Context: an optimization exercise on an open-source flow, tuned for small area, a short achievable clock period and few clock cycles per item. The choices shown serve that exercise and are no tape-out recipe.
In this exercise RTL edits were held to simulation tests only and were not proved equivalent to the original.

==> flow/design.v <==
`timescale 1ns/100ps
package fp4_pkg;
    localparam int MAX_N  = 32;                  
    localparam int ADDR_W = $clog2(MAX_N);       
    localparam int CNT_W  = ADDR_W + 1;          
endpackage
`timescale 1ns/100ps
import fp4_pkg::*;
module twiddle_rom
(
    input  logic [ADDR_W-1:0] idx,
    input  logic [7:0]        x,                 
    input  logic [7:0]        pa,                
    input  logic [7:0]        pb,                
    input  logic [7:0]        pc,                
    output logic [7:0]        p
);
    logic [7:0] base;
    logic [1:0] turn;
    always_comb begin
        case (idx[2:0])
            3'd0, 3'd1, 3'd7: base = x;
            3'd2, 3'd3:       base = pa;
            3'd4:             base = pb;
            default:          base = pc;
        endcase
        turn = idx[4:3] + 2'((idx[2:0] == 3'd7) ? 1 : 0);
        case (turn)
            2'd0:    p = base;
            2'd1:    p = {base[3:0], ~base[7], base[6:4]};
            2'd2:    p = {~base[7], base[6:4], ~base[3], base[2:0]};
            default: p = {~base[3], base[2:0], base[7:4]};
        endcase
    end
endmodule
`timescale 1ns/100ps
import fp4_pkg::*;
module fp4_cmul
(
    input  logic [7:0] x,
    output logic [7:0] pa,                       
    output logic [7:0] pb,                       
    output logic [7:0] pc                        
);
    function automatic logic signed [7:0] fp4_to_q(input logic [3:0] v);
        logic signed [7:0] mag;
        case (v[2:0])
            3'd0:    mag = 8'sd0;
            3'd1:    mag = 8'sd2;
            3'd2:    mag = 8'sd4;
            3'd3:    mag = 8'sd6;
            3'd4:    mag = 8'sd8;
            3'd5:    mag = 8'sd12;
            3'd6:    mag = 8'sd16;
            default: mag = 8'sd24;
        endcase
        fp4_to_q = v[3] ? -mag : mag;
    endfunction
    function automatic logic [3:0] q_to_fp4(input logic signed [7:0] q);
        logic [7:0] mag;
        logic [2:0] code;
        mag = q[7] ? 8'(-q) : 8'(q);
        if (mag >= 21)      code = 3'd7;
        else if (mag >= 14) code = 3'd6;
        else if (mag >= 11) code = 3'd5;
        else if (mag >= 7)  code = 3'd4;
        else if (mag >= 6)  code = 3'd3;
        else if (mag >= 3)  code = 3'd2;
        else if (mag >= 2)  code = 3'd1;
        else                code = 3'd0;
        q_to_fp4 = {q[7] && (code != 3'd0), code};
    endfunction
    logic signed [7:0] r, i;                     
    assign r = fp4_to_q(x[7:4]);
    assign i = fp4_to_q(x[3:0]);
    assign pa = {q_to_fp4(r + (i >>> 1)),        q_to_fp4(i - (r >>> 1))};
    assign pb = {q_to_fp4((r >>> 1) + (i >>> 1)), q_to_fp4((i >>> 1) - (r >>> 1))};
    assign pc = {q_to_fp4((r >>> 1) + i),        q_to_fp4((i >>> 1) - r)};
endmodule
`timescale 1ns/100ps
import fp4_pkg::*;
module dft_mac
(
    input  logic [7:0] acc,                      
    input  logic       clear,                    
    input  logic [7:0] q,                        
    input  logic       swap,
    input  logic       neg_re,
    input  logic       neg_im,
    output logic [7:0] sum                       
);
    function automatic logic signed [5:0] fp4_to_h(input logic [3:0] v);
        logic signed [5:0] mag;
        case (v[2:0])
            3'd0:    mag = 6'sd0;
            3'd1:    mag = 6'sd1;
            3'd2:    mag = 6'sd2;
            3'd3:    mag = 6'sd3;
            3'd4:    mag = 6'sd4;
            3'd5:    mag = 6'sd6;
            3'd6:    mag = 6'sd8;
            default: mag = 6'sd12;
        endcase
        fp4_to_h = v[3] ? -mag : mag;
    endfunction
    function automatic logic [3:0] fp4_add(input logic [3:0] a, input logic [3:0] b);
        logic signed [5:0] t;
        logic [5:0] mag;
        logic [2:0] code;
        t = fp4_to_h(a) + fp4_to_h(b);
        mag = t[5] ? 6'(-t) : 6'(t);
        if (mag >= 11)     code = 3'd7;          
        else if (mag >= 7) code = 3'd6;          
        else if (mag == 6) code = 3'd5;
        else if (mag >= 4) code = 3'd4;          
        else               code = 3'(mag);
        fp4_add = {t[5] && (code != 3'd0), code};
    endfunction
    logic [3:0] pr, pi, sr, si;
    assign pr = swap ? q[3:0] : q[7:4];
    assign pi = swap ? q[7:4] : q[3:0];
    assign sr = clear ? 4'd0 : acc[7:4];
    assign si = clear ? 4'd0 : acc[3:0];
    assign sum = {fp4_add(sr, {pr[3] ^ neg_re, pr[2:0]}),
                  fp4_add(si, {pi[3] ^ neg_im, pi[2:0]})};
endmodule
`timescale 1ns/100ps
import fp4_pkg::*;
module sample_ram
#(
    parameter int MAX_N = fp4_pkg::MAX_N
) (
    input  logic               clk,
    input  logic               rst,
    input  logic               s1_last,          
    input  logic [2:0]         s1_lg,
    input  logic               s2_last,          
    input  logic [2:0]         s2_lg,
    input  logic [8*MAX_N-1:0] sums,
    output logic [7:0]         data_out,
    output logic               data_out_valid,
    output logic               done
);
    logic [7:0]        buff [MAX_N];
    logic [MAX_N-1:0]  vld, fst;
    logic [MAX_N-1:0]  load;
    logic [ADDR_W:0]   fill;                     
    logic [ADDR_W:0]   fill_nx, rem_nx, p_nx;
    logic [ADDR_W-1:0] p;                        
    logic [ADDR_W:0]   n2, n1;
    assign n2 = (ADDR_W+1)'(1) << s2_lg;
    assign n1 = (ADDR_W+1)'(1) << s1_lg;
    always_comb begin
        for (int i = 0; i < MAX_N; i++) begin
            load[i] = s2_last;
            for (int b = 0; b < ADDR_W; b++)
                if (b >= s2_lg && (((i >> b) & 1) != p[b]))
                    load[i] = 1'b0;
        end
        fill_nx = s2_last ? ({1'b0, p} + n2) : ((fill == '0) ? '0 : fill - 1'b1);
        rem_nx  = (fill_nx == '0) ? '0 : fill_nx - 1'b1;    
        p_nx    = ((rem_nx + n1 - 1'b1) >> s1_lg) << s1_lg;  
    end
    always_ff @(posedge clk or negedge rst) begin
        if (!rst) begin
            vld  <= '0;
            fill <= '0;
            done <= 1'b0;
        end else begin
            vld  <= load | {1'b0, vld[MAX_N-1:1]};
            fill <= fill_nx;
            done <= (s1_last && (p_nx == '0)) || (!load[1] && fst[2] && vld[2]);
        end
    end
    always_ff @(posedge clk) begin
        p <= p_nx[ADDR_W-1:0];
        for (int i = 0; i < MAX_N; i++) begin
            if (load[i]) begin
                buff[i] <= sums[8*i +: 8];
                fst[i]  <= (i == int'(p));
            end else if (i == MAX_N - 1) begin
                buff[i] <= 8'h00;
                fst[i]  <= 1'b0;
            end else begin
                buff[i] <= buff[i+1];
                fst[i]  <= fst[i+1];
            end
        end
    end
    assign data_out       = buff[0];
    assign data_out_valid = vld[0];
endmodule
`timescale 1ns/100ps
import fp4_pkg::*;
module dft_engine
#(
    parameter int MAX_N = fp4_pkg::MAX_N
) (
    input  logic              clk,
    input  logic              rst,
    input  logic [7:0]        s1_x,
    input  logic [ADDR_W-1:0] s1_m,
    input  logic              s1_first,
    input  logic              s1_last,
    input  logic [2:0]        s1_lg,
    output logic              s2_last,
    output logic [2:0]        s2_lg,
    output logic [8*MAX_N-1:0] sums             
);
    logic [7:0] pa, pb, pc;
    logic [7:0] prod [8];
    logic [7:0] s2_q [8];
    logic [1:0] s2_m;
    logic       s2_first;
    logic [7:0] acc [MAX_N];
    fp4_cmul u_cmul (
        .x  (s1_x),
        .pa (pa),
        .pb (pb),
        .pc (pc)
    );
    for (genvar b = 0; b < 8; b++) begin : g_grp
        twiddle_rom u_tw (
            .idx (ADDR_W'(b * s1_m)),
            .x   (s1_x),
            .pa  (pa),
            .pb  (pb),
            .pc  (pc),
            .p   (prod[b])
        );
    end
    always_ff @(posedge clk or negedge rst) begin
        if (!rst) begin
            s2_first <= 1'b0;
            s2_last  <= 1'b0;
        end else begin
            s2_first <= s1_first;
            s2_last  <= s1_last;
        end
    end
    always_ff @(posedge clk) begin
        for (int b = 0; b < 8; b++)
            s2_q[b] <= prod[b];
        s2_m  <= s1_m[1:0];
        s2_lg <= s1_lg;
    end
    for (genvar k = 0; k < MAX_N; k++) begin : g_bin
        localparam int J = k / 8;
        logic [1:0] turn;                        
        assign turn = 2'(J * s2_m);
        dft_mac u_mac (
            .acc    (acc[k]),
            .clear  (s2_first),
            .q      (s2_q[k % 8]),
            .swap   (turn[0]),
            .neg_re (turn[1]),
            .neg_im (turn[1] ^ turn[0]),
            .sum    (sums[8*k +: 8])
        );
        always_ff @(posedge clk) begin
            acc[k] <= sums[8*k +: 8];
        end
    end
endmodule
`timescale 1ns/100ps
import fp4_pkg::*;
module stream_ctrl
(
    input  logic              clk,
    input  logic              rst,
    input  logic [CNT_W-1:0]  n_points,
    input  logic [7:0]        data_in,
    input  logic              data_in_valid,
    output logic              dft_ready,
    output logic              error,
    output logic [7:0]        s1_x,              
    output logic [ADDR_W-1:0] s1_m,
    output logic              s1_first,
    output logic              s1_last,
    output logic [2:0]        s1_lg
);
    logic              busy;                     
    logic [ADDR_W-1:0] m_cnt;                    
    logic [2:0]        lg;                       
    logic [2:0]        lg_new;
    logic              n_ok;
    logic              take;                     
    logic [ADDR_W-1:0] m_cur;
    logic [2:0]        lg_cur;
    logic [ADDR_W:0]   m_next;
    always_comb begin
        n_ok   = 1'b1;
        lg_new = 3'd0;
        case (n_points)
            6'd2:    lg_new = 3'd1;
            6'd4:    lg_new = 3'd2;
            6'd8:    lg_new = 3'd3;
            6'd16:   lg_new = 3'd4;
            6'd32:   lg_new = 3'd5;
            default: n_ok = 1'b0;
        endcase
    end
    assign dft_ready = 1'b1;
    assign take   = data_in_valid && (busy || n_ok);
    assign m_cur  = busy ? m_cnt : '0;
    assign lg_cur = busy ? lg : lg_new;
    assign m_next = {1'b0, m_cur} + ((ADDR_W+1)'(32) >> lg_cur);
    always_ff @(posedge clk or negedge rst) begin
        if (!rst) begin
            busy     <= 1'b0;
            m_cnt    <= '0;
            lg       <= '0;
            error    <= 1'b0;
            s1_first <= 1'b0;
            s1_last  <= 1'b0;
        end else begin
            error    <= data_in_valid && !busy && !n_ok;
            s1_first <= take && !busy;
            s1_last  <= take && m_next[ADDR_W];   
            if (take) begin
                busy  <= !m_next[ADDR_W];
                m_cnt <= m_next[ADDR_W-1:0];
                lg    <= lg_cur;
            end
        end
    end
    always_ff @(posedge clk) begin
        s1_x  <= take ? data_in : 8'h00;         
        s1_m  <= m_cur;
        s1_lg <= lg_cur;
    end
endmodule
`timescale 1ns/100ps
import fp4_pkg::*;
module fp4_dft
#(
    parameter int MAX_N = fp4_pkg::MAX_N
) (
    input  logic             clk,
    input  logic             rst,
    input  logic [CNT_W-1:0] n_points,
    input  logic [7:0]       data_in,
    input  logic             data_in_valid,
    output logic [7:0]       data_out,
    output logic             data_out_valid,
    output logic             dft_ready,
    output logic             done,
    output logic             error
);
    logic [7:0]         s1_x;
    logic [ADDR_W-1:0]  s1_m;
    logic               s1_first, s1_last, s2_last;
    logic [2:0]         s1_lg, s2_lg;
    logic [8*MAX_N-1:0] sums;
    stream_ctrl u_stream_ctrl (
        .clk           (clk),
        .rst           (rst),
        .n_points      (n_points),
        .data_in       (data_in),
        .data_in_valid (data_in_valid),
        .dft_ready     (dft_ready),
        .error         (error),
        .s1_x          (s1_x),
        .s1_m          (s1_m),
        .s1_first      (s1_first),
        .s1_last       (s1_last),
        .s1_lg         (s1_lg)
    );
    dft_engine #(
        .MAX_N (MAX_N)
    ) u_dft_engine (
        .clk      (clk),
        .rst      (rst),
        .s1_x     (s1_x),
        .s1_m     (s1_m),
        .s1_first (s1_first),
        .s1_last  (s1_last),
        .s1_lg    (s1_lg),
        .s2_last  (s2_last),
        .s2_lg    (s2_lg),
        .sums     (sums)
    );
    sample_ram #(
        .MAX_N (MAX_N)
    ) u_result_buf (
        .clk            (clk),
        .rst            (rst),
        .s1_last        (s1_last),
        .s1_lg          (s1_lg),
        .s2_last        (s2_last),
        .s2_lg          (s2_lg),
        .sums           (sums),
        .data_out       (data_out),
        .data_out_valid (data_out_valid),
        .done           (done)
    );
endmodule
==> flow/run.sh <==
#!/bin/bash
# synth_recipe.tcl (not shown) runs the flow's synth.tcl, then flattens the netlist and writes it again
# the make line also repeats each setting of config.mk as NAME=value (left out here)
make -C /OpenROAD-flow-scripts/flow DESIGN_CONFIG=/design/flow/config.mk WORK_HOME=/design/flow/orfs CLKGATE_MAP_FILE= SYNTH_SCRIPT=/design/flow/synth_recipe.tcl finish
==> flow/config.mk <==
export PLATFORM = sky130hd
export DESIGN_NAME = fp4_dft
export DESIGN_NICKNAME = fp4_dft
export VERILOG_FILES = /design/flow/design.v
export SDC_FILE = /design/flow/constraint.sdc
export NUM_CORES = 4
export LEC_CHECK = 0
export CAP_MARGIN = 20
export CORE_MARGIN = 2
export CORE_UTILIZATION = 40
export SLEW_MARGIN = 20
==> flow/constraint.sdc <==
create_clock -name core_clock -period 10.0 [get_ports {clk}]
set_input_delay 2.0000 -clock core_clock [delete_from_list [all_inputs] [get_ports {clk}]]
set_output_delay 2.0000 -clock core_clock [all_outputs]
set_load 0.01 [all_outputs]
==> notes.md <==
-- final cells by class --
cell class / count / area (um2) / area share, %
clock inverters: 49 / 627 / 0.892
flip-flops and latches: 685 / 14000 / 19.9
clock buffers: 102 / 2270 / 3.23
well taps: 2175 / 2720 / 3.87
multi-input cells: 6797 / 47500 / 67.7
inverters: 699 / 2620 / 3.73
repair buffers: 50 / 478 / 0.680
diodes: 5 / 12.5 / 0.0178
-- cells in the final DEF, fill, tap and decap left out, types with 37 or more instances in the layout --
cell type / instances
a311oi_1: 52
nor2b_1: 173
o31a_1: 40
nand2_1: 627
or3_1: 133
o21ai_0: 373
clkbuf_16: 83
nand2b_1: 159
and3_1: 61
nor3_1: 316
mux2i_1: 252
o211ai_1: 49
nand3_1: 131
ha_1: 537
nand4_1: 47
o21bai_1: 74
nor2_1: 858
dfxtp_1: 630
a21oi_1: 732
xor2_1: 157
or2_2: 61
fa_1: 76
nor3b_1: 37
a211oi_1: 75
o22ai_1: 93
inv_1: 695
and2_1: 96
a21o_1: 168
a31oi_1: 63
mux2_2: 280
xnor2_1: 504
dfrtp_1: 52
o221ai_1: 38
-- final timing paths --
| path | startpoint | end | slack [ps] | cells after the start |
|---|---|---|---|---|
| worst max-delay path | u_stream_ctrl.s1_x[2] | u_dft_engine.s2_q[1][1] | 4320 | 13 |
| worst max register to register | u_stream_ctrl.s1_x[2] | u_dft_engine.s2_q[1][1] | 4320 | 13 |
| min in group asynchronous | rst | u_result_buf.vld[0] | 1370 | 1 |
| worst min-delay path | u_stream_ctrl.s1_first | u_dft_engine.s2_first | 360 | 0 |
| worst min register to register | u_stream_ctrl.s1_first | u_dft_engine.s2_first | 360 | 0 |
| max in group asynchronous | rst | u_dft_engine.s2_first | 8040 | 1 |
-- per-stage QoR --
stage | setup WS, ps | cell area, um2 | utilization, % | instances
after floorplan | 5230 | 65200 | - | 8432
after global placement | 4690 | 67300 | 41.5 | 10400
after detailed placement | 4520 | 67300 | 41.5 | 10400
after CTS | 4490 | 70200 | 43.2 | 10600
after global routing | 4000 | 70200 | 43.3 | 10600
final | 4320 | 70300 | 43.3 | 10600
-- sequential cells by signal (all words and copies together), names as in the netlist, 2 cells and up --
| name | count |
|---|---|
| u_dft_engine.acc | 256 |
| u_dft_engine.s2_lg | 3 |
| u_dft_engine.s2_m | 2 |
| u_dft_engine.s2_q | 64 |
| u_result_buf.buff | 256 |
| u_result_buf.fill | 6 |
| u_result_buf.fst | 30 |
| u_result_buf.p | 5 |
| u_result_buf.vld | 32 |
| u_stream_ctrl.lg | 3 |
| u_stream_ctrl.m_cnt | 5 |
| u_stream_ctrl.s1_lg | 3 |
| u_stream_ctrl.s1_m | 5 |
| u_stream_ctrl.s1_x | 8 |
-- cells by family (layout without fill, tap and decap cells) --
group	count (synthesis)	count (layout)	share of synthesized area, %
simple gates	2821	2821	20.9
compound gates	2148	2148	21.2
buf+inv	950	900	5.71
flops	685	685	21.4
xor+xnor	681	681	9.46
fa+ha+maj	613	613	12.6
mux	533	533	8.72
other cells	1	6	0.00575
-- layer usage --
layer / share of wire [%] / wire [um] / GRT usage, %
met3: 5.2 / 9870 / 2.35
met1: 46 / 87700 / 29.9
met5: 0 / 0 / 0
met4: 4.6 / 8730 / 9.30
met2: 44 / 84000 / 35.4
-- synthesized netlist by cell type, types with 168 or more instances --
master | n | share of area, %
mux2i_1 | 252 | 3.9
dfxtp_1 | 632 | 19
nor2_1 | 858 | 4.9
nor2b_1 | 173 | 1.7
a21oi_1 | 732 | 5.6
clkbuf_1 | 175 | 1.0
nor3_1 | 318 | 2.4
xnor2_1 | 505 | 6.8
inv_1 | 695 | 4.0
a21o_1 | 168 | 1.9
nand2_1 | 627 | 3.6
mux2_2 | 280 | 4.8
ha_1 | 537 | 10
o21ai_0 | 374 | 2.9
-- worst reg2reg max path, delay by kind of cell (launching register included) --
kind	cells	cell delay [ps]
fa+ha+maj	1	440
simple gates	3	770
flops	1	750
xor+xnor	1	540
compound gates	7	2910
mux	1	140
==> summary.txt <==
Outcome
  • Run status: no timing/DRC/antenna violations

Critical path
  • Top delay family on crit path: compound AO/OA/AOI/OAI gates
  • Critical path class: reg2reg
  • Slowest stage cell on the critical path: a21oi_1
  • Worst path max stage delay: 760 ps
  • Max FO, Critical Path: 17
  • WP data arrival: about 6200 ps
  • CP bufs+invs: 0
  • CP Capture Type: flop
  • Crit path cell chain: o21ai_0, a21oi_1, ha_1, xnor2_1, and3_1, nor3_1, a2111oi_2, o21ai_0, or3_1, a31oi_1, o221ai_1, a21oi_1, mux2i_1
  • Nature of the critical path startpoint: flop
  • Worst path required time: between 10,000 and 15,000 ps

Floorplanning
  • Die W: approximately 410 um
  • Num rows: around 150
  • Core ar.: roughly 160,000 um2
  • IO Pins: 29
  • Die area: about 170,000 um2
  • Vert. Die Dim: between 400 and 500 um
  • Starting Density: between 40% and 50%

Global routing
  • GRT Residual Overflow: 0
  • Total GRT Usage: about 22%
  • Largest net degree at the start of global routing: around 130
  • Vias in the first global route: 55,200
  • First-pass GRT wire length: 298 mm
  • Initial antenna violation count: 5

Timing
  • Period utilisation layout: between 50 and 60%
  • Slew Limit Fails: 0
  • Final setup fails: 0
  • Max Clock Freq: roughly 0.18 GHz
  • Final hold vios: 0
  • Relative slew slack: 20.0%
  • RSZ-0062 raised after global routing: no
  • Min Hold Slack: 361 ps
  • Worst clock skew: between 20 and 30 ps
  • TNS Setup: 0 ps
  • Min Tclk post-route: around 5700 ps
  • Worst slew pin tran: roughly 1200 ps

Synthesis
  • Mean post-synth cell area: approximately 7.7 um2
  • Mapped cell area: 65,200 um2
  • Main synth FF type: dfxtp_1
  • Ys Warns: 12
  • Post-Synthesis Cells: 8,432
  • Asr flop ratio synth: 7.74%
  • Post-synth EDFFs: 0
  • Mapped Nets: just over 9,000
  • Yosys reg bits: about 690
  • Netlist cell types: 108
  • Sequential share of the synthesized area: between 20% and 30%

Min path
  • Hold WC Path Type: reg2reg

Clock network
  • Clk Latency, worst-skew pair: 680 ps
  • CTS Buffer Depth: 3
  • Post-CTS Hold Buffers: 0
  • Root buf cell: clkbuf_16
  • # H-tree levels: 3
  • Buffer count from post-CTS setup fixing: 0
  • CTS Buf Count: 82
  • Clk pin slew, worst setup/hold paths: roughly 60 ps
  • # resized after CTS: 0
  • Sink Count: around 690
  • CTS tree: done

Layout
  • Area growth from synthesis to layout: 7.72%
  • Final net count: 8,945
  • Fill cells: around 16,000
  • Layout cell share with drive strength beyond 1: under 10%

Route
  • Post-DRT Antenna Nets: 0
  • Routed WL: 190 mm
  • Wire length per cell: approximately 18 um
  • 1st-iter DRT viols: between 4,000 and 5,000
  • Drt pass-1 iters: 6
  • Vias after detailed routing: 59,600
  • Vias per cell: 5.64
  • DRC viols: 0

Placement
  • Dpl hpwl: roughly 150 mm
  • GPL Wtd Cong: 0.931
  • Number of port buffers: 27

Flow run
  • Max-cap violations: 0
Testbench counts, summed over its fixed seeds: cycles 3,790, frames 192.

[afterwards: timing with drivers on the ports]
No port has a modelled driver above. Below, the same layout with a new extraction and two added sets of constraints.
Step 1 (the two cells are an assumption about what drives the block):
set clk [get_ports {clk}]
set_driving_cell -lib_cell sky130_fd_sc_hd__clkbuf_16 $clk
set_driving_cell -lib_cell sky130_fd_sc_hd__buf_2 [delete_from_list [all_inputs] $clk]
Step 2 times the ports against the registers' clock, not the clock port: input delays grow and output delays shrink by t, the midpoint of the rising clock arrivals with the driver on.
Three values: no drivers, after step 1, after step 2; two values: the first two.
t (ns): 0.748
slack for setup (ns): 4.321 / 4.321 / 4.321
worst setup path at the end: register to register
After both steps setup and hold are still met in this run. The setup slack of this run moves by 0.000 ns with the drivers and by 0.000 ns with both steps.
